Context: an optimization exercise on an open-source flow, tuned for small area and few clock cycles per item. The choices shown serve that exercise and are no tape-out recipe.

==> flow/design.v (excerpt) <==
module fp_mult_pipe #(
    parameter int EXP_W = 8,
    parameter int MAN_W = 23
) (
    input  logic                   clk,
    input  logic                   rst_n,
    input  logic                   in_valid,
    output logic                   in_ready,
    input  logic [EXP_W+MAN_W:0]   a,
    input  logic [EXP_W+MAN_W:0]   b,
    output logic                   out_valid,
    input  logic                   out_ready,
    output logic [EXP_W+MAN_W:0]   product,
    output logic [4:0]             flags
);
    logic        a_zero_s, b_zero_s, a_max_s, b_max_s, a_mz_s, b_mz_s;
    logic        a_inf_s, b_inf_s, a_nan_s, b_nan_s;
    logic        nan_s, inv_s, inf_s, zero_s, sign_s;
    logic [47:0] tx_s, ty_s, prod_s;
    logic [47:22] phi_s;
    logic        st_s;
    logic        v_r;
    logic [47:22] p_r;
    logic        st_r;
    logic [8:0]  e_r;
    logic        s_r;
    logic        f_r;     
    logic        m1_r;    
    logic        m2_r;    
    logic        hi_s, guard_s, sticky_s, round_up_s;
    logic [23:0] mant_s;
    logic [24:0] rounded_s;
    logic [9:0]  e1_s;
    logic        ovf_s, unf_s;
    assign in_ready  = ~(v_r & ~out_ready);
    assign out_valid = v_r;
    assign a_zero_s = (a[30:23] == 8'h00);
    assign b_zero_s = (b[30:23] == 8'h00);
    assign a_max_s  = (a[30:23] == 8'hFF);
    assign b_max_s  = (b[30:23] == 8'hFF);
    assign a_mz_s   = (a[22:0] == 23'd0);
    assign b_mz_s   = (b[22:0] == 23'd0);
    assign a_inf_s  = a_max_s & a_mz_s;
    assign b_inf_s  = b_max_s & b_mz_s;
    assign a_nan_s  = a_max_s & ~a_mz_s;
    assign b_nan_s  = b_max_s & ~b_mz_s;
    assign nan_s    = a_nan_s | b_nan_s;
  ...
Size: about 1,600 cells after synthesis, roughly 110 I/O pins, ~16,000 µm² of cells after synthesis.
export LEC_CHECK = 0
export CAP_MARGIN = 20
export CORE_MARGIN = 2
export CORE_UTILIZATION = 40
export GPL_TIMING_DRIVEN = 1
export SETUP_SLACK_MARGIN = 0.05
export SLEW_MARGIN = 20
export SYNTH_HIERARCHICAL = 1
create_clock -name core_clock -period 7.5 [get_ports {clk}]
standard.sh (not shown) runs the stock make flow with config.mk's settings and CLKGATE_MAP_FILE= SYNTH_SCRIPT=/design/flow/synth_recipe.tcl, a recipe that flattens the netlist after the stock synthesis.
==> flow/flow/run.sh <==
#!/bin/bash
# Standard layout with two changes: the port buffers are buf_2 cells, and right
# after synthesis every combinational cell is set to its smallest drive strength
# (the standard repair steps then size up what timing and slew need).
set -euo pipefail
export BUFFER_PORTS_ARGS="-buffer_cell sky130_fd_sc_hd__buf_2"
bash standard.sh synth > synth.log 2>&1
DS_ODB="$PWD/orfs/results/$FLOW_PLATFORM/fp_mult_pipe/base/1_synth.odb" \
DS_LIB="$FLOW_HOME/platforms/$FLOW_PLATFORM/lib/sky130_fd_sc_hd__tt_025C_1v80.lib" \
DS_MAP="$PWD/flow/downsize_map.txt" \
  openroad -no_init -exit flow/downsize.tcl > downsize.log 2>&1
export SKIP_GATE_CLONING=1
export POST_GLOBAL_PLACE_TCL="$PWD/flow/post_gpl.tcl"
bash standard.sh > standard.log 2>&1
==> flow/flow/post_gpl.tcl <==
# After timing-driven global placement: take out the buffers it inserted
# (named place*); the port buffers (input*, output*) stay. The resize and CTS
# repair steps add back what slew, capacitance and timing need.
set names {}
foreach inst [get_cells -quiet place*] {
  lappend names [get_full_name $inst]
}
puts "post_gpl: removing [llength $names] placement buffers"
if { [llength $names] > 0 } {
  remove_buffers {*}$names
}
puts "post_gpl: port buffers kept: [llength [get_cells -quiet input*]] input, [llength [get_cells -quiet output*]] output"
Other scripts of this flow, unchanged in this note and not shown: flow/flow/downsize.tcl, flow/flow/downsize_map.txt
Then changed:
--- a/flow/flow/run.sh
+++ b/flow/flow/run.sh
@@ -11,4 +11,3 @@
   openroad -no_init -exit flow/downsize.tcl > downsize.log 2>&1
 export SKIP_GATE_CLONING=1
-export POST_GLOBAL_PLACE_TCL="$PWD/flow/post_gpl.tcl"
 bash standard.sh > standard.log 2>&1
removed: flow/flow/post_gpl.tcl
What happened: The changed run finished clean. Utilization went down by 0.56 points. Synthesized cell count is unchanged. Register-to-register slack hardly moves. Design area shrinks slightly. Worst hold slack is about the same. Cell count increases by a few percent. Setup slack improves by 0.080 ns.
Function was not checked in any run of this note: the RTL went through the layout flow alone.

-- port drivers added, routing unchanged --
Ports are ideal in the flow. The routed layouts listed here were re-timed in OpenROAD. Step 1 (the two cells are an assumption about what drives the block):
set clk [get_ports {clk}]
set_driving_cell -lib_cell sky130_fd_sc_hd__clkbuf_16 $clk
set_driving_cell -lib_cell sky130_fd_sc_hd__buf_2 [delete_from_list [all_inputs] $clk]
Step 2 also shifts input and output timing later by t, the mid clock arrival at the registers, as if the neighbouring blocks saw the same clock. a / b / c = ideal ports / drivers / drivers and shift; a / b = the first two.
run	shift t [ns]	setup WS [ns]	hold slack, ns	worst slew at a driven data input, ns
the first run	0.327	0.195 / 0.192 / -0.135	0.973 / 0.951 / 1.216	0.12
the second run	0.326	0.276 / 0.293 / -0.033	0.971 / 0.952 / 1.201	0.06
Met with ideal ports but missed after step 2: setup timing in the first run and the second run. The setup slack of the first run, which loses most, moves by -0.003 ns with the drivers and by -0.330 ns with both steps.
